Source: an optimization exercise on an open RTL-to-GDS flow (aim: small area and a short achievable clock period). Production flows keep margins and buffers that such runs may drop.
The RTL was checked by simulation tests, not by an equivalence proof against the original design.
Power and IR drop assume default switching activity.

==> flow/design.v (outline; a module is shown in full before it is edited, if it fits) <==
// module pipe_mul: 4457 lines
// module pm_fa: 10 lines
// module pm_ha: 9 lines
module pipe_mul #(
    parameter int XLEN   = 32,
    parameter int STAGES = 4,
    parameter int TAG_W  = 4
) (
    input  logic                clk_i,
    input  logic                rst_i,
    input  logic                req_i,
    input  logic                flush_i,
    input  logic [1:0]          op_i,
    input  logic [XLEN-1:0]     a_i,
    input  logic [XLEN-1:0]     b_i,
    input  logic [TAG_W-1:0]    tag_i,
    output logic                ready_o,
    output logic [XLEN-1:0]     result_o,
    output logic [2*XLEN-1:0]   product_o,
    output logic [TAG_W-1:0]    tag_o,
    output logic                busy_o
);
  // ...
==> flow/flow/run.sh <==
#!/bin/bash
# Standard layout with plain buf_2 port buffers and a clock tree without
# dummy loads.
export BUFFER_PORTS_ARGS="-buffer_cell sky130_fd_sc_hd__buf_2"
export CTS_ARGS="-sink_clustering_enable -repair_clock_nets -sink_clustering_size 16 -sink_clustering_max_diameter 40 -buf_list {sky130_fd_sc_hd__clkbuf_4 sky130_fd_sc_hd__clkbuf_8} -dont_use_dummy_load"
bash standard.sh > standard.log 2>&1
==> flow/standard.sh <==
#!/bin/bash
# synth_recipe.tcl (not shown) runs the flow's synth.tcl, then flattens the netlist and writes it again
# the make line also repeats each setting of config.mk as NAME=value (left out here)
make -C /OpenROAD-flow-scripts/flow DESIGN_CONFIG=/design/flow/config.mk WORK_HOME=/design/flow/orfs CLKGATE_MAP_FILE= SYNTH_SCRIPT=/design/flow/synth_recipe.tcl "${@:-finish}"
==> flow/config.mk <==
export PLATFORM = sky130hd
export DESIGN_NAME = pipe_mul
export DESIGN_NICKNAME = pipe_mul
export VERILOG_FILES = /design/flow/design.v
export SDC_FILE = /design/flow/constraint.sdc
export NUM_CORES = 4
export LEC_CHECK = 0
export ABC_AREA = 1
export CAP_MARGIN = 20
export CORE_MARGIN = 2
export CORE_UTILIZATION = 40
export CTS_BUF_LIST = sky130_fd_sc_hd__clkbuf_4 sky130_fd_sc_hd__clkbuf_8
export CTS_CLUSTER_DIAMETER = 40
export CTS_CLUSTER_SIZE = 16
export SETUP_SLACK_MARGIN = 5
export SLEW_MARGIN = 20
export SYNTH_HIERARCHICAL = 1
==> flow/constraint.sdc <==
create_clock -name core_clock -period 8.5 [get_ports {clk_i}]
set_input_delay 1.7000 -clock core_clock [delete_from_list [all_inputs] [get_ports {clk_i}]]
set_output_delay 1.7000 -clock core_clock [all_outputs]
set_load 0.01 [all_outputs]
==> results.toml, run 1 <==
[worst_setup_path]
r2r_start = "r1_w229$_DFF_P_"
path_depth = 6
slowest_stage = "dfxtp_2"
r2r_slack_ns = 5.04
cp_slowest_stage_delay_ns = 0.96
crit_chain = "o22ai_1, xor2_1, fa_1, fa_1, fa_1, fa_1"

[finish]
sh_seq_area_pct = 25.8
final_cell_mix = "xor2_1, o22ai_1, fa_1"
nClkBuffers = 70
seq_area_mm2 = 0.00915

[sta]
fmaxAchievable_mhz = 289
period_minus_slack_ns = 3.46
worst_slack_ns = 5.04
rsz0062_at_grt = "yes"
final_max_slew_viol_count = 0

[hold_path]
whs_path_depth = 0

[status]
status = "complete, no violations"

[clocking]
cts_setup_buffers = 2
cts_hold_buf = 0
cts.sinks = 451

[grt]
gr-usage-met2_pct = 36.1
gr-usage-met3_pct = 5.60

[route]
vias = 23600
avgRoutedWirePerCell_um = 23.7
drt_first_iter_violations = 2018

[yosys]
ys.flop_type = "dfxtp_1"
syn_nets = 3833

[power_and_ir_drop]
swShare_pct = 44.6

[die]
die_area_mm2 = 0.0847
start_util_pct = 40.3
ios = 176
==> inputs of run 2 (changes only) <==
--- a/flow/design.v
+++ b/flow/design.v
@@ -2128,16 +2128,110 @@
     logic w2091;
     logic w2092;
     logic w2093;
     logic w2094;
     logic w2095;
     logic w2096;
     logic w2097;
     logic w2098;
+    logic w2099;
+    logic w2100;
+    logic w2101;
+    logic w2102;
+    logic w2103;
+    logic w2104;
+    logic w2105;
+    logic w2106;
+    logic w2107;
+    logic w2108;
+    logic w2109;
+    logic w2110;
+    logic w2111;
+    logic w2112;
+    logic w2113;
+    logic w2114;
+    logic w2115;
+    logic w2116;
+    logic w2117;
+    logic w2118;
+    logic w2119;
+    logic w2120;
+    logic w2121;
+    logic w2122;
+    logic w2123;
+    logic w2124;
+    logic w2125;
+    logic w2126;
+    logic w2127;
+    logic w2128;
+    logic w2129;
+    logic w2130;
+    logic w2131;
+    logic w2132;
+    logic w2133;
+    logic w2134;
+    logic w2135;
+    logic w2136;
+    logic w2137;
+    logic w2138;
+    logic w2139;
+    logic w2140;
+    logic w2141;
+    logic w2142;
+    logic w2143;
+    logic w2144;
+    logic w2145;
+    logic w2146;
+    logic w2147;
+    logic w2148;
+    logic w2149;
+    logic w2150;
+    logic w2151;
+    logic w2152;
+    logic w2153;
+    logic w2154;
+    logic w2155;
+    logic w2156;
+    logic w2157;
+    logic w2158;
+    logic w2159;
+    logic w2160;
+    logic w2161;
+    logic w2162;
+    logic w2163;
+    logic w2164;
+    logic w2165;
+    logic w2166;
+    logic w2167;
+    logic w2168;
+    logic w2169;
+    logic w2170;
+    logic w2171;
+    logic w2172;
+    logic w2173;
+    logic w2174;
+    logic w2175;
+    logic w2176;
+    logic w2177;
+    logic w2178;
+    logic w2179;
+    logic w2180;
+    logic w2181;
+    logic w2182;
+    logic w2183;
+    logic w2184;
+    logic w2185;
+    logic w2186;
+    logic w2187;
+    logic w2188;
+    logic w2189;
+    logic w2190;
+    logic w2191;
+    logic w2192;
     logic r1_w39;
     logic r1_w40;
     logic r1_b_i_1;
     logic r1_w4;
     logic r1_w5;
     logic r1_w6;
     logic r1_w7;
     logic r1_w8;
@@ -3879,208 +3973,302 @@
     assign w1899 = w1841 | (w1842 & w1839);
     assign w1900 = w1842 & w1840;
     assign w1901 = w1845 | (w1846 & w1843);
     assign w1902 = w1846 & w1844;
     assign w1903 = w1849 | (w1850 & w1847);
     assign w1904 = w1850 & w1848;
     assign w1905 = r3_w1641 & w1851;
     assign w1906 = r3_w1641 & w1852;
-    assign w1907 = w1857 | (w1858 & w1855);
-    assign w1908 = w1858 & w1856;
-    assign w1909 = w1861 | (w1862 & w1859);
-    assign w1910 = w1862 & w1860;
-    assign w1911 = w1865 | (w1866 & w1863);
-    assign w1912 = w1866 & w1864;
-    assign w1913 = w1869 | (w1870 & w1867);
-    assign w1914 = w1870 & w1868;
-    assign w1915 = w1873 | (w1874 & w1871);
-    assign w1916 = w1874 & w1872;
-    assign w1917 = w1877 | (w1878 & w1875);
-    assign w1918 = w1878 & w1876;
-    assign w1919 = w1881 | (w1882 & w1879);
-    assign w1920 = w1882 & w1880;
-    assign w1921 = w1885 | (w1886 & w1883);
-    assign w1922 = w1886 & w1884;
-    assign w1923 = w1889 | (w1890 & w1887);
-    assign w1924 = w1890 & w1888;
-    assign w1925 = w1893 | (w1894 & w1891);
-    assign w1926 = w1894 & w1892;
-    assign w1927 = w1897 | (w1898 & w1895);
-    assign w1928 = w1898 & w1896;
-    assign w1929 = w1901 | (w1902 & w1899);
-    assign w1930 = w1902 & w1900;
-    assign w1931 = w1905 | (w1906 & w1903);
-    assign w1932 = w1906 & w1904;
-    assign w1933 = w1909 | (w1910 & w1907);
-    assign w1934 = w1910 & w1908;
-    assign w1935 = w1913 | (w1914 & w1911);
-    assign w1936 = w1914 & w1912;
-    assign w1937 = w1917 | (w1918 & w1915);
-    assign w1938 = w1918 & w1916;
-    assign w1939 = w1921 | (w1922 & w1919);
-    assign w1940 = w1922 & w1920;
-    assign w1941 = w1925 | (w1926 & w1923);
-    assign w1942 = w1926 & w1924;
-    assign w1943 = w1929 | (w1930 & w1927);
-    assign w1944 = w1930 & w1928;
-    assign w1945 = w1935 | (w1936 & w1933);
-    assign w1946 = w1936 & w1934;
-    assign w1947 = w1939 | (w1940 & w1937);
-    assign w1948 = w1940 & w1938;
-    assign w1949 = w1943 | (w1944 & w1941);
-    assign w1950 = w1944 & w1942;
-    assign w1951 = w1947 | (w1948 & w1945);
-    assign w1952 = w1948 & w1946;
-    assign w1953 = w1949 | (w1950 & w1951);
-    assign w1954 = w1950 & w1952;
-    assign w1955 = w1937 | (w1938 & w1945);
-    assign w1956 = w1938 & w1946;
-    assign w1957 = w1941 | (w1942 & w1951);
-    assign w1958 = w1942 & w1952;
-    assign w1959 = w1911 | (w1912 & w1933);
-    assign w1960 = w1912 & w1934;
-    assign w1961 = w1915 | (w1916 & w1945);
-    assign w1962 = w1916 & w1946;
-    assign w1963 = w1919 | (w1920 & w1955);
-    assign w1964 = w1920 & w1956;
-    assign w1965 = w1923 | (w1924 & w1951);
-    assign w1966 = w1924 & w1952;
-    assign w1967 = w1927 | (w1928 & w1957);
-    assign w1968 = w1928 & w1958;
-    assign w1969 = w1931 | (w1932 & w1953);
-    assign w1970 = w1932 & w1954;
-    assign w1971 = w1859 | (w1860 & w1907);
-    assign w1972 = w1860 & w1908;
-    assign w1973 = w1863 | (w1864 & w1933);
-    assign w1974 = w1864 & w1934;
-    assign w1975 = w1867 | (w1868 & w1959);
-    assign w1976 = w1868 & w1960;
-    assign w1977 = w1871 | (w1872 & w1945);
-    assign w1978 = w1872 & w1946;
-    assign w1979 = w1875 | (w1876 & w1961);
-    assign w1980 = w1876 & w1962;
-    assign w1981 = w1879 | (w1880 & w1955);
-    assign w1982 = w1880 & w1956;
-    assign w1983 = w1883 | (w1884 & w1963);
-    assign w1984 = w1884 & w1964;
-    assign w1985 = w1887 | (w1888 & w1951);
-    assign w1986 = w1888 & w1952;
-    assign w1987 = w1891 | (w1892 & w1965);
-    assign w1988 = w1892 & w1966;
-    assign w1989 = w1895 | (w1896 & w1957);
-    assign w1990 = w1896 & w1958;
-    assign w1991 = w1899 | (w1900 & w1967);
-    assign w1992 = w1900 & w1968;
-    assign w1993 = w1903 | (w1904 & w1953);
-    assign w1994 = w1904 & w1954;
-    assign w1995 = w1755 | (w1756 & w1855);
-    assign w1996 = w1756 & w1856;
-    assign w1997 = w1759 | (w1760 & w1907);
-    assign w1998 = w1760 & w1908;
-    assign w1999 = w1763 | (w1764 & w1971);
-    assign w2000 = w1764 & w1972;
-    assign w2001 = w1767 | (w1768 & w1933);
-    assign w2002 = w1768 & w1934;
-    assign w2003 = w1771 | (w1772 & w1973);
-    assign w2004 = w1772 & w1974;
-    assign w2005 = w1775 | (w1776 & w1959);
-    assign w2006 = w1776 & w1960;
-    assign w2007 = w1779 | (w1780 & w1975);
-    assign w2008 = w1780 & w1976;
-    assign w2009 = w1783 | (w1784 & w1945);
-    assign w2010 = w1784 & w1946;
-    assign w2011 = w1787 | (w1788 & w1977);
-    assign w2012 = w1788 & w1978;
-    assign w2013 = w1791 | (w1792 & w1961);
-    assign w2014 = w1792 & w1962;
-    assign w2015 = w1795 | (w1796 & w1979);
-    assign w2016 = w1796 & w1980;
-    assign w2017 = w1799 | (w1800 & w1955);
-    assign w2018 = w1800 & w1956;
-    assign w2019 = w1803 | (w1804 & w1981);
-    assign w2020 = w1804 & w1982;
-    assign w2021 = w1807 | (w1808 & w1963);
-    assign w2022 = w1808 & w1964;
-    assign w2023 = w1811 | (w1812 & w1983);
-    assign w2024 = w1812 & w1984;
-    assign w2025 = w1815 | (w1816 & w1951);
-    assign w2026 = w1816 & w1952;
-    assign w2027 = w1819 | (w1820 & w1985);
-    assign w2028 = w1820 & w1986;
-    assign w2029 = w1823 | (w1824 & w1965);
-    assign w2030 = w1824 & w1966;
-    assign w2031 = w1827 | (w1828 & w1987);
-    assign w2032 = w1828 & w1988;
-    assign w2033 = w1831 | (w1832 & w1957);
-    assign w2034 = w1832 & w1958;
-    assign w2035 = w1835 | (w1836 & w1989);
-    assign w2036 = w1836 & w1990;
-    assign w2037 = w1839 | (w1840 & w1967);
-    assign w2038 = w1840 & w1968;
-    assign w2039 = w1843 | (w1844 & w1991);
-    assign w2040 = w1844 & w1992;
-    assign w2041 = w1847 | (w1848 & w1953);
-    assign w2042 = w1848 & w1954;
-    assign w2043 = w1851 | (w1852 & w1993);
-    assign w2044 = w1852 & w1994;
-    assign w2045 = w1853 | (w1854 & w1969);
-    assign w2046 = w1854 & w1970;
-    assign w2047 = w1754 ^ w1751;
-    assign w2048 = w1756 ^ w1855;
-    assign w2049 = w1758 ^ w1995;
-    assign w2050 = w1760 ^ w1907;
-    assign w2051 = w1762 ^ w1997;
-    assign w2052 = w1764 ^ w1971;
-    assign w2053 = w1766 ^ w1999;
-    assign w2054 = w1768 ^ w1933;
-    assign w2055 = w1770 ^ w2001;
-    assign w2056 = w1772 ^ w1973;
-    assign w2057 = w1774 ^ w2003;
-    assign w2058 = w1776 ^ w1959;
-    assign w2059 = w1778 ^ w2005;
-    assign w2060 = w1780 ^ w1975;
-    assign w2061 = w1782 ^ w2007;
-    assign w2062 = w1784 ^ w1945;
-    assign w2063 = w1786 ^ w2009;
-    assign w2064 = w1788 ^ w1977;
-    assign w2065 = w1790 ^ w2011;
-    assign w2066 = w1792 ^ w1961;
-    assign w2067 = w1794 ^ w2013;
-    assign w2068 = w1796 ^ w1979;
-    assign w2069 = w1798 ^ w2015;
-    assign w2070 = w1800 ^ w1955;
-    assign w2071 = w1802 ^ w2017;
-    assign w2072 = w1804 ^ w1981;
-    assign w2073 = w1806 ^ w2019;
-    assign w2074 = w1808 ^ w1963;
-    assign w2075 = w1810 ^ w2021;
-    assign w2076 = w1812 ^ w1983;
-    assign w2077 = w1814 ^ w2023;
-    assign w2078 = w1816 ^ w1951;
-    assign w2079 = w1818 ^ w2025;
-    assign w2080 = w1820 ^ w1985;
-    assign w2081 = w1822 ^ w2027;
-    assign w2082 = w1824 ^ w1965;
-    assign w2083 = w1826 ^ w2029;
-    assign w2084 = w1828 ^ w1987;
-    assign w2085 = w1830 ^ w2031;
-    assign w2086 = w1832 ^ w1957;
-    assign w2087 = w1834 ^ w2033;
-    assign w2088 = w1836 ^ w1989;
-    assign w2089 = w1838 ^ w2035;
-    assign w2090 = w1840 ^ w1967;
-    assign w2091 = w1842 ^ w2037;
-    assign w2092 = w1844 ^ w1991;
-    assign w2093 = w1846 ^ w2039;
-    assign w2094 = w1848 ^ w1953;
-    assign w2095 = w1850 ^ w2041;
-    assign w2096 = w1852 ^ w1993;
-    assign w2097 = r3_w1641 ^ w2043;
-    assign w2098 = w1854 ^ w1969;
+    assign w1907 = w1755 | (w1756 & w1855);
+    assign w1908 = w1756 & w1856;
+    assign w1909 = w1857 | (w1858 & w1855);
+    assign w1910 = w1858 & w1856;
+    assign w1911 = w1763 | (w1764 & w1859);
+    assign w1912 = w1764 & w1860;
+    assign w1913 = w1861 | (w1862 & w1859);
+    assign w1914 = w1862 & w1860;
+    assign w1915 = w1771 | (w1772 & w1863);
+    assign w1916 = w1772 & w1864;
+    assign w1917 = w1865 | (w1866 & w1863);
+    assign w1918 = w1866 & w1864;
+    assign w1919 = w1779 | (w1780 & w1867);
+    assign w1920 = w1780 & w1868;
+    assign w1921 = w1869 | (w1870 & w1867);
+    assign w1922 = w1870 & w1868;
+    assign w1923 = w1787 | (w1788 & w1871);
+    assign w1924 = w1788 & w1872;
+    assign w1925 = w1873 | (w1874 & w1871);
+    assign w1926 = w1874 & w1872;
+    assign w1927 = w1795 | (w1796 & w1875);
+    assign w1928 = w1796 & w1876;
+    assign w1929 = w1877 | (w1878 & w1875);
+    assign w1930 = w1878 & w1876;
+    assign w1931 = w1803 | (w1804 & w1879);
+    assign w1932 = w1804 & w1880;
+    assign w1933 = w1881 | (w1882 & w1879);
+    assign w1934 = w1882 & w1880;
+    assign w1935 = w1811 | (w1812 & w1883);
+    assign w1936 = w1812 & w1884;
+    assign w1937 = w1885 | (w1886 & w1883);
+    assign w1938 = w1886 & w1884;
+    assign w1939 = w1819 | (w1820 & w1887);
+    assign w1940 = w1820 & w1888;
+    assign w1941 = w1889 | (w1890 & w1887);
+    assign w1942 = w1890 & w1888;
+    assign w1943 = w1827 | (w1828 & w1891);
+    assign w1944 = w1828 & w1892;
+    assign w1945 = w1893 | (w1894 & w1891);
+    assign w1946 = w1894 & w1892;
+    assign w1947 = w1835 | (w1836 & w1895);
+    assign w1948 = w1836 & w1896;
+    assign w1949 = w1897 | (w1898 & w1895);
+    assign w1950 = w1898 & w1896;
+    assign w1951 = w1843 | (w1844 & w1899);
+    assign w1952 = w1844 & w1900;
+    assign w1953 = w1901 | (w1902 & w1899);
+    assign w1954 = w1902 & w1900;
+    assign w1955 = w1851 | (w1852 & w1903);
+    assign w1956 = w1852 & w1904;
+    assign w1957 = w1905 | (w1906 & w1903);
+    assign w1958 = w1906 & w1904;
+    assign w1959 = w1759 | (w1760 & w1909);
+    assign w1960 = w1760 & w1910;
+    assign w1961 = w1859 | (w1860 & w1909);
+    assign w1962 = w1860 & w1910;
+    assign w1963 = w1911 | (w1912 & w1909);
+    assign w1964 = w1912 & w1910;
+    assign w1965 = w1913 | (w1914 & w1909);
+    assign w1966 = w1914 & w1910;
+    assign w1967 = w1775 | (w1776 & w1917);
+    assign w1968 = w1776 & w1918;
+    assign w1969 = w1867 | (w1868 & w1917);
+    assign w1970 = w1868 & w1918;
+    assign w1971 = w1919 | (w1920 & w1917);
+    assign w1972 = w1920 & w1918;
+    assign w1973 = w1921 | (w1922 & w1917);
+    assign w1974 = w1922 & w1918;
+    assign w1975 = w1791 | (w1792 & w1925);
+    assign w1976 = w1792 & w1926;
+    assign w1977 = w1875 | (w1876 & w1925);
+    assign w1978 = w1876 & w1926;
+    assign w1979 = w1927 | (w1928 & w1925);
+    assign w1980 = w1928 & w1926;
+    assign w1981 = w1929 | (w1930 & w1925);
+    assign w1982 = w1930 & w1926;
+    assign w1983 = w1807 | (w1808 & w1933);
+    assign w1984 = w1808 & w1934;
+    assign w1985 = w1883 | (w1884 & w1933);
+    assign w1986 = w1884 & w1934;
+    assign w1987 = w1935 | (w1936 & w1933);
+    assign w1988 = w1936 & w1934;
+    assign w1989 = w1937 | (w1938 & w1933);
+    assign w1990 = w1938 & w1934;
+    assign w1991 = w1823 | (w1824 & w1941);
+    assign w1992 = w1824 & w1942;
+    assign w1993 = w1891 | (w1892 & w1941);
+    assign w1994 = w1892 & w1942;
+    assign w1995 = w1943 | (w1944 & w1941);
+    assign w1996 = w1944 & w1942;
+    assign w1997 = w1945 | (w1946 & w1941);
+    assign w1998 = w1946 & w1942;
+    assign w1999 = w1839 | (w1840 & w1949);
+    assign w2000 = w1840 & w1950;
+    assign w2001 = w1899 | (w1900 & w1949);
+    assign w2002 = w1900 & w1950;
+    assign w2003 = w1951 | (w1952 & w1949);
+    assign w2004 = w1952 & w1950;
+    assign w2005 = w1953 | (w1954 & w1949);
+    assign w2006 = w1954 & w1950;
+    assign w2007 = w1853 | (w1854 & w1957);
+    assign w2008 = w1854 & w1958;
+    assign w2009 = w1767 | (w1768 & w1965);
+    assign w2010 = w1768 & w1966;
+    assign w2011 = w1863 | (w1864 & w1965);
+    assign w2012 = w1864 & w1966;
+    assign w2013 = w1915 | (w1916 & w1965);
+    assign w2014 = w1916 & w1966;
+    assign w2015 = w1917 | (w1918 & w1965);
+    assign w2016 = w1918 & w1966;
+    assign w2017 = w1967 | (w1968 & w1965);
+    assign w2018 = w1968 & w1966;
+    assign w2019 = w1969 | (w1970 & w1965);
+    assign w2020 = w1970 & w1966;
+    assign w2021 = w1971 | (w1972 & w1965);
+    assign w2022 = w1972 & w1966;
+    assign w2023 = w1973 | (w1974 & w1965);
+    assign w2024 = w1974 & w1966;
+    assign w2025 = w1799 | (w1800 & w1981);
+    assign w2026 = w1800 & w1982;
+    assign w2027 = w1879 | (w1880 & w1981);
+    assign w2028 = w1880 & w1982;
+    assign w2029 = w1931 | (w1932 & w1981);
+    assign w2030 = w1932 & w1982;
+    assign w2031 = w1933 | (w1934 & w1981);
+    assign w2032 = w1934 & w1982;
+    assign w2033 = w1983 | (w1984 & w1981);
+    assign w2034 = w1984 & w1982;
+    assign w2035 = w1985 | (w1986 & w1981);
+    assign w2036 = w1986 & w1982;
+    assign w2037 = w1987 | (w1988 & w1981);
+    assign w2038 = w1988 & w1982;
+    assign w2039 = w1989 | (w1990 & w1981);
+    assign w2040 = w1990 & w1982;
+    assign w2041 = w1831 | (w1832 & w1997);
+    assign w2042 = w1832 & w1998;
+    assign w2043 = w1895 | (w1896 & w1997);
+    assign w2044 = w1896 & w1998;
+    assign w2045 = w1947 | (w1948 & w1997);
+    assign w2046 = w1948 & w1998;
+    assign w2047 = w1949 | (w1950 & w1997);
+    assign w2048 = w1950 & w1998;
+    assign w2049 = w1999 | (w2000 & w1997);
+    assign w2050 = w2000 & w1998;
+    assign w2051 = w2001 | (w2002 & w1997);
+    assign w2052 = w2002 & w1998;
+    assign w2053 = w2003 | (w2004 & w1997);
+    assign w2054 = w2004 & w1998;
+    assign w2055 = w2005 | (w2006 & w1997);
+    assign w2056 = w2006 & w1998;
+    assign w2057 = w1783 | (w1784 & w2023);
+    assign w2058 = w1784 & w2024;
+    assign w2059 = w1871 | (w1872 & w2023);
+    assign w2060 = w1872 & w2024;
+    assign w2061 = w1923 | (w1924 & w2023);
+    assign w2062 = w1924 & w2024;
+    assign w2063 = w1925 | (w1926 & w2023);
+    assign w2064 = w1926 & w2024;
+    assign w2065 = w1975 | (w1976 & w2023);
+    assign w2066 = w1976 & w2024;
+    assign w2067 = w1977 | (w1978 & w2023);
+    assign w2068 = w1978 & w2024;
+    assign w2069 = w1979 | (w1980 & w2023);
+    assign w2070 = w1980 & w2024;
+    assign w2071 = w1981 | (w1982 & w2023);
+    assign w2072 = w1982 & w2024;
+    assign w2073 = w2025 | (w2026 & w2023);
+    assign w2074 = w2026 & w2024;
+    assign w2075 = w2027 | (w2028 & w2023);
+    assign w2076 = w2028 & w2024;
+    assign w2077 = w2029 | (w2030 & w2023);
+    assign w2078 = w2030 & w2024;
+    assign w2079 = w2031 | (w2032 & w2023);
+    assign w2080 = w2032 & w2024;
+    assign w2081 = w2033 | (w2034 & w2023);
+    assign w2082 = w2034 & w2024;
+    assign w2083 = w2035 | (w2036 & w2023);
+    assign w2084 = w2036 & w2024;
+    assign w2085 = w2037 | (w2038 & w2023);
+    assign w2086 = w2038 & w2024;
+    assign w2087 = w2039 | (w2040 & w2023);
+    assign w2088 = w2040 & w2024;
+    assign w2089 = w1847 | (w1848 & w2055);
+    assign w2090 = w1848 & w2056;
+    assign w2091 = w1903 | (w1904 & w2055);
+    assign w2092 = w1904 & w2056;
+    assign w2093 = w1955 | (w1956 & w2055);
+    assign w2094 = w1956 & w2056;
+    assign w2095 = w1957 | (w1958 & w2055);
+    assign w2096 = w1958 & w2056;
+    assign w2097 = w2007 | (w2008 & w2055);
+    assign w2098 = w2008 & w2056;
+    assign w2099 = w1815 | (w1816 & w2087);
+    assign w2100 = w1816 & w2088;
+    assign w2101 = w1887 | (w1888 & w2087);
+    assign w2102 = w1888 & w2088;
+    assign w2103 = w1939 | (w1940 & w2087);
+    assign w2104 = w1940 & w2088;
+    assign w2105 = w1941 | (w1942 & w2087);
+    assign w2106 = w1942 & w2088;
+    assign w2107 = w1991 | (w1992 & w2087);
+    assign w2108 = w1992 & w2088;
+    assign w2109 = w1993 | (w1994 & w2087);
+    assign w2110 = w1994 & w2088;
+    assign w2111 = w1995 | (w1996 & w2087);
+    assign w2112 = w1996 & w2088;
+    assign w2113 = w1997 | (w1998 & w2087);
+    assign w2114 = w1998 & w2088;
+    assign w2115 = w2041 | (w2042 & w2087);
+    assign w2116 = w2042 & w2088;
+    assign w2117 = w2043 | (w2044 & w2087);
+    assign w2118 = w2044 & w2088;
+    assign w2119 = w2045 | (w2046 & w2087);
+    assign w2120 = w2046 & w2088;
+    assign w2121 = w2047 | (w2048 & w2087);
+    assign w2122 = w2048 & w2088;
+    assign w2123 = w2049 | (w2050 & w2087);
+    assign w2124 = w2050 & w2088;
+    assign w2125 = w2051 | (w2052 & w2087);
+    assign w2126 = w2052 & w2088;
+    assign w2127 = w2053 | (w2054 & w2087);
+    assign w2128 = w2054 & w2088;
+    assign w2129 = w2055 | (w2056 & w2087);
+    assign w2130 = w2056 & w2088;
+    assign w2131 = w2089 | (w2090 & w2087);
+    assign w2132 = w2090 & w2088;
+    assign w2133 = w2091 | (w2092 & w2087);
+    assign w2134 = w2092 & w2088;
+    assign w2135 = w2093 | (w2094 & w2087);
+    assign w2136 = w2094 & w2088;
+    assign w2137 = w2095 | (w2096 & w2087);
+    assign w2138 = w2096 & w2088;
+    assign w2139 = w2097 | (w2098 & w2087);
+    assign w2140 = w2098 & w2088;
+    assign w2141 = w1754 ^ w1751;
+    assign w2142 = w1756 ^ w1855;
+    assign w2143 = w1758 ^ w1907;
+    assign w2144 = w1760 ^ w1909;
+    assign w2145 = w1762 ^ w1959;
+    assign w2146 = w1764 ^ w1961;
+    assign w2147 = w1766 ^ w1963;
+    assign w2148 = w1768 ^ w1965;
+    assign w2149 = w1770 ^ w2009;
+    assign w2150 = w1772 ^ w2011;
+    assign w2151 = w1774 ^ w2013;
+    assign w2152 = w1776 ^ w2015;
+    assign w2153 = w1778 ^ w2017;
+    assign w2154 = w1780 ^ w2019;
+    assign w2155 = w1782 ^ w2021;
+    assign w2156 = w1784 ^ w2023;
+    assign w2157 = w1786 ^ w2057;
+    assign w2158 = w1788 ^ w2059;
+    assign w2159 = w1790 ^ w2061;
+    assign w2160 = w1792 ^ w2063;
+    assign w2161 = w1794 ^ w2065;
+    assign w2162 = w1796 ^ w2067;
+    assign w2163 = w1798 ^ w2069;
+    assign w2164 = w1800 ^ w2071;
+    assign w2165 = w1802 ^ w2073;
+    assign w2166 = w1804 ^ w2075;
+    assign w2167 = w1806 ^ w2077;
+    assign w2168 = w1808 ^ w2079;
+    assign w2169 = w1810 ^ w2081;
+    assign w2170 = w1812 ^ w2083;
+    assign w2171 = w1814 ^ w2085;
+    assign w2172 = w1816 ^ w2087;
+    assign w2173 = w1818 ^ w2099;
+    assign w2174 = w1820 ^ w2101;
+    assign w2175 = w1822 ^ w2103;
+    assign w2176 = w1824 ^ w2105;
+    assign w2177 = w1826 ^ w2107;
+    assign w2178 = w1828 ^ w2109;
+    assign w2179 = w1830 ^ w2111;
+    assign w2180 = w1832 ^ w2113;
+    assign w2181 = w1834 ^ w2115;
+    assign w2182 = w1836 ^ w2117;
+    assign w2183 = w1838 ^ w2119;
+    assign w2184 = w1840 ^ w2121;
+    assign w2185 = w1842 ^ w2123;
+    assign w2186 = w1844 ^ w2125;
+    assign w2187 = w1846 ^ w2127;
+    assign w2188 = w1848 ^ w2129;
+    assign w2189 = w1850 ^ w2131;
+    assign w2190 = w1852 ^ w2133;
+    assign w2191 = r3_w1641 ^ w2135;
+    assign w2192 = w1854 ^ w2137;
     always_ff @(posedge clk_i) begin
         r1_w39 <= w39;
         r1_w40 <= w40;
         r1_b_i_1 <= b_i[1];
         r1_w4 <= w4;
         r1_w5 <= w5;
         r1_w6 <= w6;
         r1_w7 <= w7;
@@ -4439,17 +4627,17 @@
         r3_w1641 <= w1641;
         r3_w1643 <= w1643;
         r3_w1642 <= w1642;
         r1_w3 <= w3;
         r2_r1_w3 <= r1_w3;
         r3_r2_r1_w3 <= r2_r1_w3;
     end
     logic [63:0] w_prod;
-    assign w_prod = {w2098, w2097, w2096, w2095, w2094, w2093, w2092, w2091, w2090, w2089, w2088, w2087, w2086, w2085, w2084, w2083, w2082, w2081, w2080, w2079, w2078, w2077, w2076, w2075, w2074, w2073, w2072, w2071, w2070, w2069, w2068, w2067, w2066, w2065, w2064, w2063, w2062, w2061, w2060, w2059, w2058, w2057, w2056, w2055, w2054, w2053, w2052, w2051, w2050, w2049, w2048, w2047, w1752, r3_w1655, r3_w1653, r3_w1651, r3_w1649, r3_w1647, r3_w1645, r3_r2_w1139, r3_r2_w1137, r3_r2_w1135, r3_r2_w1133, r3_r2_w1131};
+    assign w_prod = {w2192, w2191, w2190, w2189, w2188, w2187, w2186, w2185, w2184, w2183, w2182, w2181, w2180, w2179, w2178, w2177, w2176, w2175, w2174, w2173, w2172, w2171, w2170, w2169, w2168, w2167, w2166, w2165, w2164, w2163, w2162, w2161, w2160, w2159, w2158, w2157, w2156, w2155, w2154, w2153, w2152, w2151, w2150, w2149, w2148, w2147, w2146, w2145, w2144, w2143, w2142, w2141, w1752, r3_w1655, r3_w1653, r3_w1651, r3_w1649, r3_w1647, r3_w1645, r3_r2_w1139, r3_r2_w1137, r3_r2_w1135, r3_r2_w1133, r3_r2_w1131};
     logic w_ld, w_hold, r_sel_lo;
     assign w_ld   = rst_i & r_vld[3] & ~flush_i;
     assign w_hold = rst_i & ~(r_vld[3] & ~flush_i);
     always_ff @(posedge clk_i) begin
         ready_o   <= w_ld;
         r_sel_lo  <= (r3_r2_r1_w3 & w_ld) | (r_sel_lo & w_hold);
         tag_o     <= (r_tag[3] & {4{w_ld}}) | (tag_o & {4{w_hold}});
         product_o <= (w_prod & {64{w_ld}}) | (product_o & {64{w_hold}});
==> flow/flow/run.sh (replaced) <==
#!/bin/bash
export BUFFER_PORTS_ARGS="-buffer_cell sky130_fd_sc_hd__buf_2"
bash standard.sh SETUP_SLACK_MARGIN=5.3 finish > standard.log 2>&1
==> results.toml, run 2 <==
[status]
status = "complete, no violations"

[power_and_ir_drop]
power_density_mw_per_mm2 = 389
p_leak_uw = 0.0165
ir_drop_mv = 0.169

[grt]
antenna_found_initial = 3
grtUsageTotal_pct = 23.5
grt_max_degree = 48
grt_pass1_wl_mm = 155
grt_pass1_vias = 25400
overflow = 0

[yosys]
synth_commonest_cells = "xor2_1, o22ai_1, fa_1, dfxtp_1, nand2_1"
synth_mux_area_share_pct = 0
netlist_instances = 3343
ys.flop_type = "dfxtp_1"
avgSynthCellArea_um2 = 10.0
synth_xor_area_share_pct = 14.6
synth_top_area_cell = "fa_1"
synthTopCellsByArea = "fa_1, dfxtp_1, xor2_1"
synth.most_common_cell = "xor2_1"
ys_async_sr_fraction_pct = 0
synthSimpleGateAreaFrac_pct = 6.93
synthAdderAreaFrac_pct = 32.9
ys_ff_latch = 451
synth_compound_area_share_pct = 12.3
yosysTopAreaCellShare_pct = 28.8
syn_nets = 4010
synth_top_family_by_area = "adder cells"
synth_edf_count = 0
ys_seq_area_share_pct = 27.0
yosys_warnings = 8
ys_types = 42
syn_area_mm2 = 0.0335

[finish]
largest_register_ffs = 64
top_register = "product_o"
fin_nets = 4043
seq_area_mm2 = 0.00926
stdcell_count = 4512
area_growth_pct = 13.1
mostFrequentLayoutCell = "xor2_1"
reg_top3 = "product_o (64), r_tag (12), tag_o (4)"
fin_util_pct = 45.5
multiInputGateArea_mm2 = 0.0225
drive_gt1_share_pct = 16.3
final_cell_mix = "xor2_1, o22ai_1, fa_1"
nFillCells = 7804

[worst_setup_path]
critPathBufInv = 2
crit_type = "reg -> out"
crit_chain = "buf_4, o21ai_0, buf_2"
r2r_cells = 6
cp.arrival_ns = 1.61
crit_fanout = 10
start_kind = "register"
worstPathRequired_ns = 6.80
cp_slowest_stage_delay_ns = 0.40
path_delay_family = "flip-flops"
r2r_slack_ns = 5.32
slowest_stage = "dfxtp_4"
path_depth = 3
endpoint_kind = "output pin"

[route]
drt_first_iter_violations = 2448
vias = 25200
avgRoutedWirePerCell_um = 23.9
ant_nets = 0
via_per_inst = 5.58
drtPass1Iterations = 6
drc = 0
routed_wl_mm = 108

[clocking]
clk_latency_ns = 0.71
cts.path.max_buffers = 3
path_clk_slew_ns = 0.09
cts-root-buf = "clkbuf_8"
numCtsBuffers = 69
cts_hold_buf = 0
cts.htree.levels = 3
cts.sinks = 451
cts_tree = "yes"

[sta]
rsz0062_at_grt = "yes"
slew_headroom_pct = 37.1
worst_slack_ns = 5.19
hold_violations = 0
period_share_pct = 39.0
fmaxAchievable_mhz = 302
worst_pin_slew_ns = 0.943
clock_skew_ns = 0.0465
finalSetupTns_ns = 0
final_max_slew_viol_count = 0
period_minus_slack_ns = 3.31
setup_viol = 0

[placed_design]
numPortBuffers = 175
dp_slack_ns = 4.28
place_congestion = 0.868
dp_hpwl_mm = 66.9
dp_cells = 4323

[die]
die_h_um = 293
rows = 106
start_util_pct = 40.2
ios = 176
core_area_mm2 = 0.0833
die_area_mm2 = 0.0860
die_w_um = 293

[hold_path]
hold_class = "reg -> reg"
whs_path_depth = 0

[job]
drv_cap = 0
## run 2: modules after synthesis, one instance, submodules excluded
module	cell area [µm²]	flops+latches	cells inside	copies in the design
pm_fa	20.0	0	1	475
pipe_mul	23400	451	2822	1
pm_ha	12.5	0	1	46
## run 2: timing repair
item	in CTS	in global routing
gates resized for setup	107	57
gates cloned	2	3
pin swaps	1	3
setup endpoints to repair	150	80
buffers inserted	5	52
## run 2: stage by stage
| step | total power (µW) | hold slack [ns] | instance area [µm²] |
|---|---|---|---|
| 6_report | 14700 | 0.320 | 37900 |
| 5_1_grt | 16000 | 0.315 | 37900 |
| 4_1_cts | 14500 | 0.319 | 36700 |
| 3_5_place_dp | 12300 | 0.312 | 34800 |
| 3_3_place_gp | 12100 | 0.311 | 34800 |
| 2_1_floorplan | 9440 | 0.310 | 33500 |
## run 2: final cells by class
type                       count  area share, %
antenna                        5         0.0330
clock buffer                  74           2.66
clock inverter                48           1.58
inverter                     212           2.13
multi-input combinational   2366           59.3
sequential                   451           24.5
tap                         1080           3.57
timing repair buffer         275           6.24
timing repair inverter         1         0.0231
## run 2: kinds of logic (layout without fill, tap and decap cells)
logic type / Yosys count / in the layout
compound gates: 677 / 677
xor+xnor: 560 / 560
fa+ha+maj: 593 / 593
buf+inv: 527 / 610
flops: 451 / 451
other cells: 0 / 5
simple gates: 535 / 536
## run 2: path summary, 6_finish.rpt
path | startpoint | endpoint
setup / recovery | r_sel_lo$_DFF_P_ | result_o[5]
hold / removal | r1_b_i_29$_DFF_P_ | r2_r1_b_i_29$_DFF_P_
setup reg to reg | r1_w12$_DFF_P_ | r2_w781$_DFF_P_
hold reg to reg | r1_b_i_29$_DFF_P_ | r2_r1_b_i_29$_DFF_P_
## run 2: layer usage
| layer | wire [µm] | up-vias | global-route usage (%) | share of wire (%) |
|---|---|---|---|---|
| li1 | - | 11100 | - | - |
| met1 | 44100 | 12200 | 31.5 | 41 |
| met2 | 48800 | 1514 | 36.8 | 45 |
| met3 | 11000 | 301 | 6.06 | 10 |
| met4 | 4120 | 0 | 8.70 | 3.8 |
| met5 | 0 | - | 0 | 0 |
## run 2: power breakdown
part	switching [µW]	internal, µW	total, µW
Clock	1030	1040	2070
Combinational	5330	3950	9280
Sequential	453	2910	3360
==> inputs of run 3 (changes only) <==
==> flow/flow/run.sh (replaced) <==
#!/bin/bash
# Standard layout with plain buf_2 port buffers and a clock tree without
# dummy loads.
export BUFFER_PORTS_ARGS="-buffer_cell sky130_fd_sc_hd__buf_2"
export CTS_ARGS="-sink_clustering_enable -repair_clock_nets -sink_clustering_size 16 -sink_clustering_max_diameter 40 -buf_list {sky130_fd_sc_hd__clkbuf_4 sky130_fd_sc_hd__clkbuf_8} -dont_use_dummy_load"
bash standard.sh > standard.log 2>&1
==> results.toml, run 3 <==
[status]
status = "complete, no violations"

[finish]
mostFrequentLayoutCell = "xor2_1"
final_cell_mix = "xor2_1, o22ai_1, fa_1"
area_growth_pct = 7.25
fin_nets = 3983
design_area_mm2 = 0.0359
largest_register_ffs = 64
nFillCells = 7986
top_register = "product_o"
reg_top3 = "product_o (64), r_tag (12), tag_o (4)"
drive_gt1_share_pct = 12.1
multiInputGateArea_mm2 = 0.0224
seq_area_mm2 = 0.00918

[clocking]
cts.htree.levels = 3
cts_hold_buf = 0
cts.sinks = 451
cts.path.max_buffers = 3
cts_tree = "yes"
cts-root-buf = "clkbuf_8"
numCtsBuffers = 69
path_clk_slew_ns = 0.09
clk_latency_ns = 0.70

[worst_setup_path]
critPathBufInv = 0
start_kind = "register"
crit_chain = "o22ai_1, xor2_1, fa_1, fa_1, fa_1, fa_1"
worstPathRequired_ns = 9.03
crit_type = "reg -> reg"
endpoint_kind = "register"
r2r_slack_ns = 5.04
crit_fanout = 19
path_delay_family = "adder cells"
cp_slowest_stage_delay_ns = 0.99
slowest_stage = "dfxtp_1"
crit_top_cell = "fa_1"
cp.arrival_ns = 3.99

[sta]
fmaxAchievable_mhz = 289
setup_viol = 0
worst_slack_ns = 5.04
period_share_pct = 40.7
rsz0062_at_grt = "no"
period_minus_slack_ns = 3.46
hold_violations = 0
clock_skew_ns = 0.123
slew_headroom_pct = 31.0
finalSetupTns_ns = 0
worst_pin_slew_ns = 1.03
final_max_slew_viol_count = 0

[grt]
grtUsageTotal_pct = 23.3
grt_max_degree = 48
grt_pass1_wl_mm = 153
antenna_found_initial = 3
overflow = 0
grt_pass1_vias = 25400

[power_and_ir_drop]
ir_drop_mv = 0.193
power_switching_uw = 6390
p_int_uw = 7450
p_clk_share_pct = 10.6
pwr-share-seq_pct = 24.7
swShare_pct = 46.2
power_density_mw_per_mm2 = 386
p_leak_uw = 0.0156
p_comb_share_pct = 64.7

[route]
drtPass1Iterations = 7
routed_wl_mm = 101
drc = 0
vias = 24600
drt_first_iter_violations = 2031
ant_nets = 0
via_per_inst = 5.59
avgRoutedWirePerCell_um = 23.1

[yosys]
ys.flop_type = "dfxtp_1"
yosysTopAreaCellShare_pct = 28.8
ys_seq_area_share_pct = 27.0
synth_edf_count = 0
synthTopCellsByArea = "fa_1, dfxtp_1, xor2_1"
ys_ff_latch = 451
avgSynthCellArea_um2 = 10.0
synth.most_common_cell = "xor2_1"
syn_area_mm2 = 0.0335
syn_nets = 4010
ys_async_sr_fraction_pct = 0
synth_commonest_cells = "xor2_1, o22ai_1, fa_1, dfxtp_1, nand2_1"
synth_top_area_cell = "fa_1"
yosys_warnings = 8
netlist_instances = 3343
ys_types = 42

[die]
core_area_mm2 = 0.0833
die_h_um = 293
rows = 106
ios = 176
start_util_pct = 40.2
die_w_um = 293
die_area_mm2 = 0.0860

[placed_design]
dp_hpwl_mm = 66.9
dp_slack_ns = 4.28
place_area_mm2 = 0.0348
numPortBuffers = 175
place_congestion = 0.868

[job]
drv_cap = 0

[hold_path]
hold_class = "reg -> reg"
run 3: cell counts after synthesis:
Identical to the previous run, type by type.
run 3: cell type report:
cell class / count / area share [%]
Multi-Input combinational cell: 2365 / 62.4
Sequential cell: 451 / 25.6
Tap cell: 1080 / 3.76
Timing Repair Buffer: 216 / 3.32
Clock buffer: 69 / 2.64
Inverter: 212 / 2.25
Antenna cell: 4 / 0.0279
Timing Repair inverter: 1 / 0.0244
run 3: stage by stage:
stage	hold WS [ns]	util (%)	power, µW	instances
floorplan	0.310	-	9440	3343
global placement	0.311	41.8	12100	4323
detailed placement	0.312	41.8	12300	4323
CTS	0.277	43.0	13800	4392
global route	0.267	43.1	15200	4396
finish	0.276	43.1	13800	4398
run 3: per-layer routing:
metal	up-vias	track usage [%]	share of wire, %	routed length (µm)
li1	10900	-	-	-
met4	0	8.61	2.9	2940
met3	234	6.04	9.5	9590
met1	12000	31.1	42	43000
met2	1358	36.5	45	45900
met5	-	0	0	0
run 3: per-module statistics from Yosys, one instance, submodules excluded:
module	area, µm²	cells	times used	flops+latches
pipe_mul	23400	2822	1	451
pm_fa	20.0	1	475	0
pm_ha	12.5	1	46	0
run 3: power by group through the flow:
stage | logic, µW | registers (µW) | clock network [µW]
after floorplan | 6280 | 3160 | 0
after global placement | 8690 | 3450 | 0
after detailed placement | 8840 | 3470 | 0
after CTS | 8860 | 3420 | 1520
after global routing | 10100 | 3480 | 1610
final | 8960 | 3420 | 1460
run 3: kinds of logic after synthesis:
kind of cell               count (synthesis)  synth area share (%)
buffers and inverters                    527                  6.18
DFF                                      451                  27.0
AOI/OAI and AO/OA                        677                  12.3
and+or+nand+nor                          535                  6.93
xor gates and xnor gates                 560                  14.6
adders and majority gates                593                  32.9
run 3: final timing paths:
check | startpoint | to | cells after the start
setup reg to reg | r1_w10$_DFF_P_ | r2_w781$_DFF_P_ | 6
hold reg to reg | r1_w572$_DFF_P_ | r2_r1_w572$_DFF_P_ | 0
hold / removal | r1_w572$_DFF_P_ | r2_r1_w572$_DFF_P_ | 0
setup / recovery | r1_w10$_DFF_P_ | r2_w781$_DFF_P_ | 6
run 3: repair_timing:
item                                    CTS  global route
buffers inserted                          0             1
gates cloned                              0             1
endpoints found under the hold margin     0             0
pin swaps                                 0             0
resized for setup                        14            39
endpoints found under the setup margin   41            69
run 3: worst reg2reg max path, delay by kind of cell, from the launching register on:
family	cells	cell delay, ns
adders and majority gates	4	1.97
DFF	1	0.99
xor gates and xnor gates	1	0.20
AOI/OAI and AO/OA	1	0.19
==> inputs of run 4 (changes only) <==
==> flow/flow/run.sh (replaced) <==
#!/bin/bash
# Standard layout with plain buf_2 port buffers and a clock tree without
# dummy loads; timing repair aims past the design's period (the SDC and its
# period are unchanged).
export BUFFER_PORTS_ARGS="-buffer_cell sky130_fd_sc_hd__buf_2"
export CTS_ARGS="-sink_clustering_enable -repair_clock_nets -sink_clustering_size 16 -sink_clustering_max_diameter 40 -buf_list {sky130_fd_sc_hd__clkbuf_4 sky130_fd_sc_hd__clkbuf_8} -dont_use_dummy_load"
bash standard.sh SETUP_SLACK_MARGIN=5.3 finish > standard.log 2>&1
--- a/flow/config.mk
+++ b/flow/config.mk
@@ -16,2 +16,3 @@
 export SLEW_MARGIN = 20
 export SYNTH_HIERARCHICAL = 1
+export TNS_END_PERCENT = 10
==> results.toml, run 4 <==
[placed_design]
place_congestion = 0.868
numPortBuffers = 175
place_area_mm2 = 0.0348
dp_hpwl_mm = 66.9
dp_cells = 4323
dp_slack_ns = 4.28

[grt]
grt_pass1_vias = 25400
antenna_found_initial = 3
overflow = 0
grt_max_degree = 48
grtUsageTotal_pct = 23.4
grt_pass1_wl_mm = 154

[die]
start_util_pct = 40.2
die_h_um = 293
ios = 176
core_area_mm2 = 0.0833
die_area_mm2 = 0.0860
die_w_um = 293
rows = 106

[worst_setup_path]
endpoint_kind = "register"
cp.arrival_ns = 3.85
worstPathRequired_ns = 9.04
crit_type = "reg -> reg"
start_kind = "register"
r2r_cells = 6
reg2reg_to = "r3_w1249$_DFF_P_"
r2r_slack_ns = 5.19
r2r_start = "r2_r1_b_i_29$_DFF_P_"
crit_fanout = 34

[power_and_ir_drop]
power_density_mw_per_mm2 = 382
p_leak_uw = 0.0161
p_int_uw = 7640
ir_drop_mv = 0.168
swShare_pct = 46.1
p_comb_share_pct = 65.9
power_switching_uw = 6520
p_clk_share_pct = 10.3
pwr-share-seq_pct = 23.8

[finish]
stdcell_count = 4448
largest_register_ffs = 64
top_register = "product_o"
nFillCells = 7867
reg_top3 = "product_o (64), r_tag (12), tag_o (4)"
mostFrequentLayoutCell = "xor2_1"
multiInputGateArea_mm2 = 0.0224
design_area_mm2 = 0.0370
drive_gt1_share_pct = 14.4
area_growth_pct = 10.6
fin_nets = 4031
seq_area_mm2 = 0.00924
final_cell_mix = "xor2_1, o22ai_1, fa_1"

[hold_path]
whs_path_depth = 0
hold_class = "reg -> reg"
hold_start = "r1_w572$_DFF_P_"
worstHoldEndpoint = "r2_r1_w572$_DFF_P_"

[sta]
fmaxAchievable_mhz = 302
setup_viol = 0
slew_headroom_pct = 38.1
period_minus_slack_ns = 3.31
hold_violations = 0
rsz0062_at_grt = "yes"
period_share_pct = 38.9
worst_pin_slew_ns = 0.927
worst_slack_ns = 5.19
clock_skew_ns = 0.124
final_max_slew_viol_count = 0
finalSetupTns_ns = 0

[route]
drtPass1Iterations = 8
vias = 25100
drt_first_iter_violations = 2415
via_per_inst = 5.65
avgRoutedWirePerCell_um = 24.1
routed_wl_mm = 107
ant_nets = 0
drc = 0

[status]
status = "complete, no violations"

[yosys]
ys_seq_area_share_pct = 27.0
yosys_warnings = 8
ys.flop_type = "dfxtp_1"
ys_ff_latch = 451
syn_area_mm2 = 0.0335
synth_edf_count = 0
synth_commonest_cells = "xor2_1, o22ai_1, fa_1, dfxtp_1, nand2_1"
syn_nets = 4010
netlist_instances = 3343
synth.most_common_cell = "xor2_1"
avgSynthCellArea_um2 = 10.0
ys_types = 42
synthTopCellsByArea = "fa_1, dfxtp_1, xor2_1"
ys_async_sr_fraction_pct = 0
yosysTopAreaCellShare_pct = 28.8
synth_top_area_cell = "fa_1"

[clocking]
clk_latency_ns = 0.69
cts.sinks = 451
cts-root-buf = "clkbuf_8"
cts_hold_buf = 0
cts.htree.levels = 3
numCtsBuffers = 69
path_clk_slew_ns = 0.09
cts_tree = "yes"
cts.path.max_buffers = 3

[job]
drv_cap = 0
==> run 4: cell counts after synthesis <==
No cell type changed its count.
==> run 4: cell type report <==
| cell class | instances | area share, % |
|---|---|---|
| multi-input cells | 2366 | 60.6 |
| flip-flops and latches | 451 | 24.9 |
| repair buffers | 260 | 5.89 |
| well taps | 1080 | 3.65 |
| clock buffers | 69 | 2.56 |
| inverters | 212 | 2.18 |
| repair inverters | 4 | 0.135 |
| diodes | 6 | 0.0405 |
==> run 4: power groups by stage <==
stage	Sequential (µW)	Clock (µW)	Combinational (µW)
3_3_place_gp	3450	0	8690
3_5_place_dp	3470	0	8840
2_1_floorplan	3160	0	6280
4_1_cts	3420	1520	8880
6_report	3370	1460	9330
5_1_grt	3420	1610	10500
==> run 4: worst max-delay path by stage <==
stage	startpoint	end	depth (start not counted)
after global routing	r_sel_lo$_DFF_P_	result_o[8]	5
after detailed placement	r_sel_lo$_DFF_P_	result_o[15]	3
after floorplan	r1_w33$_DFF_P_	r2_w977$_DFF_P_	8
final	r2_r1_b_i_29$_DFF_P_	r3_w1249$_DFF_P_	6
after global placement	r_sel_lo$_DFF_P_	result_o[19]	3
after CTS	r_sel_lo$_DFF_P_	result_o[15]	3
==> run 4: timing repair <==
item / in CTS / in global routing
buffers inserted: 2 / 43
gates cloned: 1 / 4
gates resized for setup: 64 / 87
setup endpoints to repair: 148 / 132
pin swaps: 0 / 2
==> run 4: cells by family after synthesis <==
family | after synthesis | synth area share (%)
compound gates | 677 | 12.3
fa+ha+maj | 593 | 32.9
xor+xnor | 560 | 14.6
simple gates | 535 | 6.93
buf+inv | 527 | 6.18
flops | 451 | 27.0
==> run 4: per-stage QoR <==
stage          util (%)  power [µW]  hold slack [ns]
6_report           44.5       14200            0.276
5_1_grt            44.5       15500            0.267
4_1_cts            43.2       13800            0.277
3_5_place_dp       41.8       12300            0.312
3_3_place_gp       41.8       12100            0.311
2_1_floorplan         -        9440            0.310
==> run 4: layer usage <==
layer / vias to the layer above / part of all wire, % / track usage (%)
li1: 11100 / - / -
met1: 12300 / 41 / 31.3
met2: 1548 / 45 / 36.4
met3: 265 / 10 / 5.96
met4: 0 / 3.5 / 8.79
met5: - / 0 / 0
==> run 4: worst max-delay path: stages, from the launching register on <==
cell     delay, ns
dfxtp_2       0.34
buf_8         0.36
fa_1          0.56
fa_1          0.48
fa_1          0.48
fa_1          0.53
fa_1          0.41
==> run 4: modules after synthesis, one instance, submodules excluded <==
module,flops+latches,times used,area [µm²],cells inside
pm_fa,0,475,20.0,1
pm_ha,0,46,12.5,1
pipe_mul,451,1,23400,2822
==> inputs of run 5 (changes only) <==
--- a/flow/flow/run.sh
+++ b/flow/flow/run.sh
@@ -5,3 +5,3 @@
 export BUFFER_PORTS_ARGS="-buffer_cell sky130_fd_sc_hd__buf_2"
 export CTS_ARGS="-sink_clustering_enable -repair_clock_nets -sink_clustering_size 16 -sink_clustering_max_diameter 40 -buf_list {sky130_fd_sc_hd__clkbuf_4 sky130_fd_sc_hd__clkbuf_8} -dont_use_dummy_load"
-bash standard.sh SETUP_SLACK_MARGIN=5.3 finish > standard.log 2>&1
+bash standard.sh SETUP_SLACK_MARGIN=5.2 finish > standard.log 2>&1
==> results.toml, run 5 <==
[yosys]
synth_xor_area_share_pct = 14.6
yosys_warnings = 8
netlist_instances = 3343
synth_mux_area_share_pct = 0
synth_compound_area_share_pct = 12.3
ys_async_sr_fraction_pct = 0
yosysTopAreaCellShare_pct = 28.8
syn_nets = 4010
synth_edf_count = 0
ys_ff_latch = 451
synth.most_common_cell = "xor2_1"
syn_area_mm2 = 0.0335
synthSimpleGateAreaFrac_pct = 6.93
ys.flop_type = "dfxtp_1"
synth_top_family_by_area = "adder cells"
ys_seq_area_share_pct = 27.0
synth_commonest_cells = "xor2_1, o22ai_1, fa_1, dfxtp_1, nand2_1"
ys_types = 42
synthAdderAreaFrac_pct = 32.9
synth_top_area_cell = "fa_1"
synthTopCellsByArea = "fa_1, dfxtp_1, xor2_1"
avgSynthCellArea_um2 = 10.0

[sta]
period_share_pct = 39.9
clock_skew_ns = 0.124
rsz0062_at_grt = "yes"
worst_pin_slew_ns = 0.945
final_max_slew_viol_count = 0
hold_violations = 0
slew_headroom_pct = 37.0
setup_viol = 0
hold_slack_ns = 0.276
finalSetupTns_ns = 0
period_minus_slack_ns = 3.39
fmaxAchievable_mhz = 295

[finish]
largest_register_ffs = 64
reg_top3 = "product_o (64), r_tag (12), tag_o (4)"
mostFrequentLayoutCell = "xor2_1"
final_cell_mix = "xor2_1, o22ai_1, fa_1"
fin_nets = 3998
drive_gt1_share_pct = 13.3
area_growth_pct = 8.33
top_register = "product_o"

[die]
rows = 106
die_area_mm2 = 0.0860
core_area_mm2 = 0.0833
die_h_um = 293
ios = 176
die_w_um = 293
start_util_pct = 40.2

[route]
drt_first_iter_violations = 2336
avgRoutedWirePerCell_um = 23.4
vias = 24700
ant_nets = 0
drtPass1Iterations = 6
drc = 0
routed_wl_mm = 103
via_per_inst = 5.60

[worst_setup_path]
crit_type = "reg -> reg"
crit_fanout = 34
endpoint_kind = "register"
r2r_start = "r2_r1_b_i_31$_DFF_P_"
cp.arrival_ns = 3.89
worstPathRequired_ns = 9.00
start_kind = "register"
setup.worst_path.start = "r2_r1_b_i_31$_DFF_P_"

[grt]
overflow = 0
grt_pass1_wl_mm = 154
antenna_found_initial = 3
grt_pass1_vias = 25400
grt_max_degree = 48
grtUsageTotal_pct = 23.5

[clocking]
clk_latency_ns = 0.69
cts_tree = "yes"
cts.htree.levels = 3
numCtsBuffers = 69
cts.path.max_buffers = 3
path_clk_slew_ns = 0.09
cts-root-buf = "clkbuf_8"
cts.sinks = 451

[placed_design]
numPortBuffers = 175
dp_hpwl_mm = 66.9
place_congestion = 0.868

[power_and_ir_drop]
ir_drop_mv = 0.165
p_leak_uw = 0.0157
power_density_mw_per_mm2 = 383

[hold_path]
hold_class = "reg -> reg"
hold_start = "r1_w572$_DFF_P_"

[job]
drv_cap = 0

[status]
status = "complete, no violations"
-- run 5: changes by cell type in the layout (fill, tap and decap cells not counted), sizes merged --
cell | before | now
buf | 255 | 225
diode | 6 | 4
inv | 213 | 211
clkbuf | 74 | 71
clkinv | 3 | 5
-- run 5: layer usage --
metal  GRT usage [%]  share of wire, %
met5               0                 0
met1            31.5                42
met2            36.6                45
met4            8.77               3.1
met3            6.01               9.6
-- run 5: metrics by stage --
| stage | area [µm²] | power, µW | worst slack, ns | utilization, % | std cells |
|---|---|---|---|---|---|
| 4_1_cts | 36000 | 13800 | 5.09 | 43.2 | 4401 |
| 6_report | 36300 | 13900 | 5.11 | 43.5 | 4413 |
| 2_1_floorplan | 33500 | 9440 | 5.36 | - | 3343 |
| 3_5_place_dp | 34800 | 12300 | 4.28 | 41.8 | 4323 |
| 3_3_place_gp | 34800 | 12100 | 4.34 | 41.8 | 4323 |
| 5_1_grt | 36300 | 15300 | 5.07 | 43.5 | 4411 |
-- run 5: layout make-up --
cell class	count	area [µm²]
fillers	7956	47000
repair buffers	227	1460
repair inverters	4	57.6
inverters	212	808
well taps	1080	1350
multi-input cells	2366	22400
flip-flops and latches	451	9210
diodes	4	10.0
clock buffers	69	950
-- run 5: cell families after synthesis --
group	Yosys count
DFF	451
adders and majority gates	593
AOI/OAI and AO/OA	677
buffers and inverters	527
and+or+nand+nor	535
xor gates and xnor gates	560
-- run 5: worst paths after layout --
path	to	slack, ns	cells after the start
hold / removal	r2_r1_w572$_DFF_P_	0.28	0
setup / recovery	r3_w1263$_DFF_P_	5.11	6
setup reg to reg	r3_w1263$_DFF_P_	5.11	6
hold reg to reg	r2_r1_w572$_DFF_P_	0.28	0
-- run 5: power by group --
group          total [µW]  internal [µW]  switching, µW
clock                1460            712            749
combinational        9040           3850           5190
sequential           3410           2910            497
total               13900           7470           6440
-- run 5: worst max-delay path, cell delays in order (launching register included) --
cell      delay, ns
dfxtp_2        0.32
clkbuf_8       0.40
fa_1           0.58
fa_1           0.57
fa_1           0.41
fa_1           0.54
fa_1           0.41
-- run 5: Yosys stat by module, one instance, submodules excluded --
module,cells inside,flip-flops and latches,times used,area (µm²)
pm_fa,1,0,475,20.0
pipe_mul,2822,451,1,23400
pm_ha,1,0,46,12.5
-- run 5: repair_timing --
item | CTS | global route
pin swaps | 0 | 1
setup endpoints to repair | 128 | 124
gates resized for setup | 55 | 47
buffers inserted | 5 | 7
hold buffers | 0 | 0
gates cloned | 4 | 1
==> inputs of run 6 (changes only) <==
--- a/flow/config.mk
+++ b/flow/config.mk
@@ -16,3 +16,2 @@
 export SLEW_MARGIN = 20
 export SYNTH_HIERARCHICAL = 1
-export TNS_END_PERCENT = 10
==> results.toml, run 6 <==
[finish]
largest_register_ffs = 64
area_growth_pct = 9.04
final_cell_mix = "xor2_1, o22ai_1, fa_1"
nFillCells = 7936
reg_top3 = "product_o (64), r_tag (12), tag_o (4)"
top_register = "product_o"
mostFrequentLayoutCell = "xor2_1"
drive_gt1_share_pct = 14.1
stdcell_count = 4428
fin_nets = 4012

[hold_path]
whs_path_depth = 0
hold_class = "reg -> reg"

[power_and_ir_drop]
p_comb_share_pct = 65.1
ir_drop_mv = 0.166
power_uw = 13900
power_density_mw_per_mm2 = 382
power_switching_uw = 6450
pwr-share-seq_pct = 24.4
p_clk_share_pct = 10.5
p_int_uw = 7490
p_leak_uw = 0.0159
swShare_pct = 46.3

[sta]
fmaxAchievable_mhz = 302
clock_skew_ns = 0.125
worst_pin_slew_ns = 0.953
hold_slack_ns = 0.277
period_minus_slack_ns = 3.32
setup_viol = 0
slew_headroom_pct = 36.4
final_max_slew_viol_count = 0
hold_violations = 0
rsz0062_at_grt = "yes"
finalSetupTns_ns = 0
worst_slack_ns = 5.19
period_share_pct = 39.0

[yosys]
ys_types = 42
ys_async_sr_fraction_pct = 0
yosys_warnings = 8
synthTopCellsByArea = "fa_1, dfxtp_1, xor2_1"
syn_area_mm2 = 0.0335
syn_nets = 4010
ys_seq_area_share_pct = 27.0
synth_top_area_cell = "fa_1"
avgSynthCellArea_um2 = 10.0
synth_edf_count = 0
ys.flop_type = "dfxtp_1"
netlist_instances = 3343
synth_commonest_cells = "xor2_1, o22ai_1, fa_1, dfxtp_1, nand2_1"
yosysTopAreaCellShare_pct = 28.8
ys_ff_latch = 451
synth.most_common_cell = "xor2_1"

[die]
start_util_pct = 40.2
core_area_mm2 = 0.0833
rows = 106
die_w_um = 293
ios = 176
die_area_mm2 = 0.0860
die_h_um = 293

[clocking]
cts.htree.levels = 3
numCtsBuffers = 69
cts_hold_buf = 0
cts-root-buf = "clkbuf_8"
cts.sinks = 451
path_clk_slew_ns = 0.09
clk_latency_ns = 0.69
cts_tree = "yes"
cts.path.max_buffers = 3

[worst_setup_path]
start_kind = "register"
endpoint_kind = "output pin"
r2r_cells = 6
crit_fanout = 6
crit_type = "reg -> out"
cp.arrival_ns = 1.61
worstPathRequired_ns = 6.80

[placed_design]
dp_hpwl_mm = 66.9
dp_slack_ns = 4.28
dp_cells = 4323
numPortBuffers = 175
place_congestion = 0.868

[route]
ant_nets = 0
routed_wl_mm = 104
vias = 25000
drt_first_iter_violations = 2301
drc = 0
via_per_inst = 5.64
avgRoutedWirePerCell_um = 23.5
drtPass1Iterations = 5

[grt]
grt_max_degree = 48
antenna_found_initial = 3
grtUsageTotal_pct = 23.5
overflow = 0
grt_pass1_wl_mm = 155
grt_pass1_vias = 25400

[status]
status = "complete, no violations"

[job]
drv_cap = 0
==> run 6: cell counts after synthesis <==
No cell type changed its count.
==> run 6: cell type report <==
type	instances	area, µm²	share of cell area, %
multi-input cells	2366	22500	61.6
flip-flops and latches	451	9210	25.2
inverters	212	808	2.21
diodes	5	12.5	0.0343
clock buffers	69	950	2.60
repair inverters	5	68.8	0.188
well taps	1080	1350	3.70
repair buffers	240	1610	4.42
==> run 6: per-stage QoR <==
stage	cell area, µm²	utilization, %
2_1_floorplan	33500	-
3_3_place_gp	34800	41.8
3_5_place_dp	34800	41.8
4_1_cts	36000	43.3
5_1_grt	36500	43.8
6_report	36500	43.8
==> run 6: repair_timing <==
item	CTS	global route
pin swaps	0	5
gates resized for setup	85	57
gates cloned	5	3
buffers inserted	5	18
endpoints found under the setup margin	128	82
==> run 6: logic make-up after synthesis <==
group / after synthesis / synth area share [%]
flops: 451 / 27.0
simple gates: 535 / 6.93
xor+xnor: 560 / 14.6
compound gates: 677 / 12.3
fa+ha+maj: 593 / 32.9
buf+inv: 527 / 6.18
==> run 6: routing by layer <==
layer,routed length (µm),vias to the layer above,part of all wire [%],track usage [%]
met4,3270,0,3.2,8.74
met3,10500,243,10,5.98
met5,0,-,0,0
met1,43000,12300,41,31.6
met2,47100,1430,45,36.6
li1,-,11000,-,-
==> run 6: worst max-delay path, cell delays in order (launching register included) <==
cell and delay [ns]:
dfxtp_4 0.37, buf_12 0.17, clkbuf_16 0.16, nand2_2 0.04
o21ai_1 0.07, buf_2 0.16
==> run 6: power groups by stage <==
stage / Combinational (µW) / Sequential, µW / Clock (µW)
6_report: 9070 / 3410 / 1460
5_1_grt: 10200 / 3460 / 1610
4_1_cts: 8880 / 3420 / 1520
3_5_place_dp: 8840 / 3470 / 0
3_3_place_gp: 8690 / 3450 / 0
2_1_floorplan: 6280 / 3160 / 0
==> run 6: worst paths after layout <==
kind / start / endpoint / slack (ns)
worst max-delay path: r_sel_lo$_DFF_P_ / result_o[3] / 5.19
worst min-delay path: r1_w572$_DFF_P_ / r2_r1_w572$_DFF_P_ / 0.28
worst max register to register: r2_r1_w22$_DFF_P_ / r3_w1405$_DFF_P_ / 5.24
worst min register to register: r1_w572$_DFF_P_ / r2_r1_w572$_DFF_P_ / 0.28
==> run 6: per-module statistics from Yosys, one instance, submodules excluded <==
module,cells inside,times used,flip-flops and latches
pipe_mul,2822,1,451
pm_ha,1,46,0
pm_fa,1,475,0

==> separate check: timing with driven ports <==
How much do the figures lean on ideal ports? The routed layouts below were timed once more, with nothing changed but the port constraints. Step 1: set_driving_cell puts a clkbuf_16 on clk_i and a buf_2 on each other input, an assumption about the parent block. Step 2 also shifts input and output timing later by t, the mid clock arrival at the registers, as if the neighbouring blocks saw the same clock. Three values: ideal ports, drivers, drivers and shift; two values: the first two.
| run | t, ns | slack for setup (ns) | clock arrival spread, ns |
|---|---|---|---|
| run 1 | 0.707 | 5.043 / 5.029 / 5.043 | 0.142 / 0.142 |
| run 2 | 0.740 | 5.185 / 5.127 / 5.037 | 0.047 / 0.047 |
| run 3 | 0.703 | 5.040 / 5.040 / 5.040 | 0.124 / 0.123 |
| run 4 | 0.697 | 5.193 / 5.171 / 5.064 | 0.124 / 0.124 |
| run 5 | 0.692 | 5.112 / 5.112 / 5.054 | 0.124 / 0.124 |
| run 6 | 0.699 | 5.185 / 5.117 / 5.056 | 0.126 / 0.125 |
After both steps setup and hold are still met in every run listed. The setup slack of run 2, which loses most, moves by -0.058 ns with the drivers and by -0.148 ns with both steps.
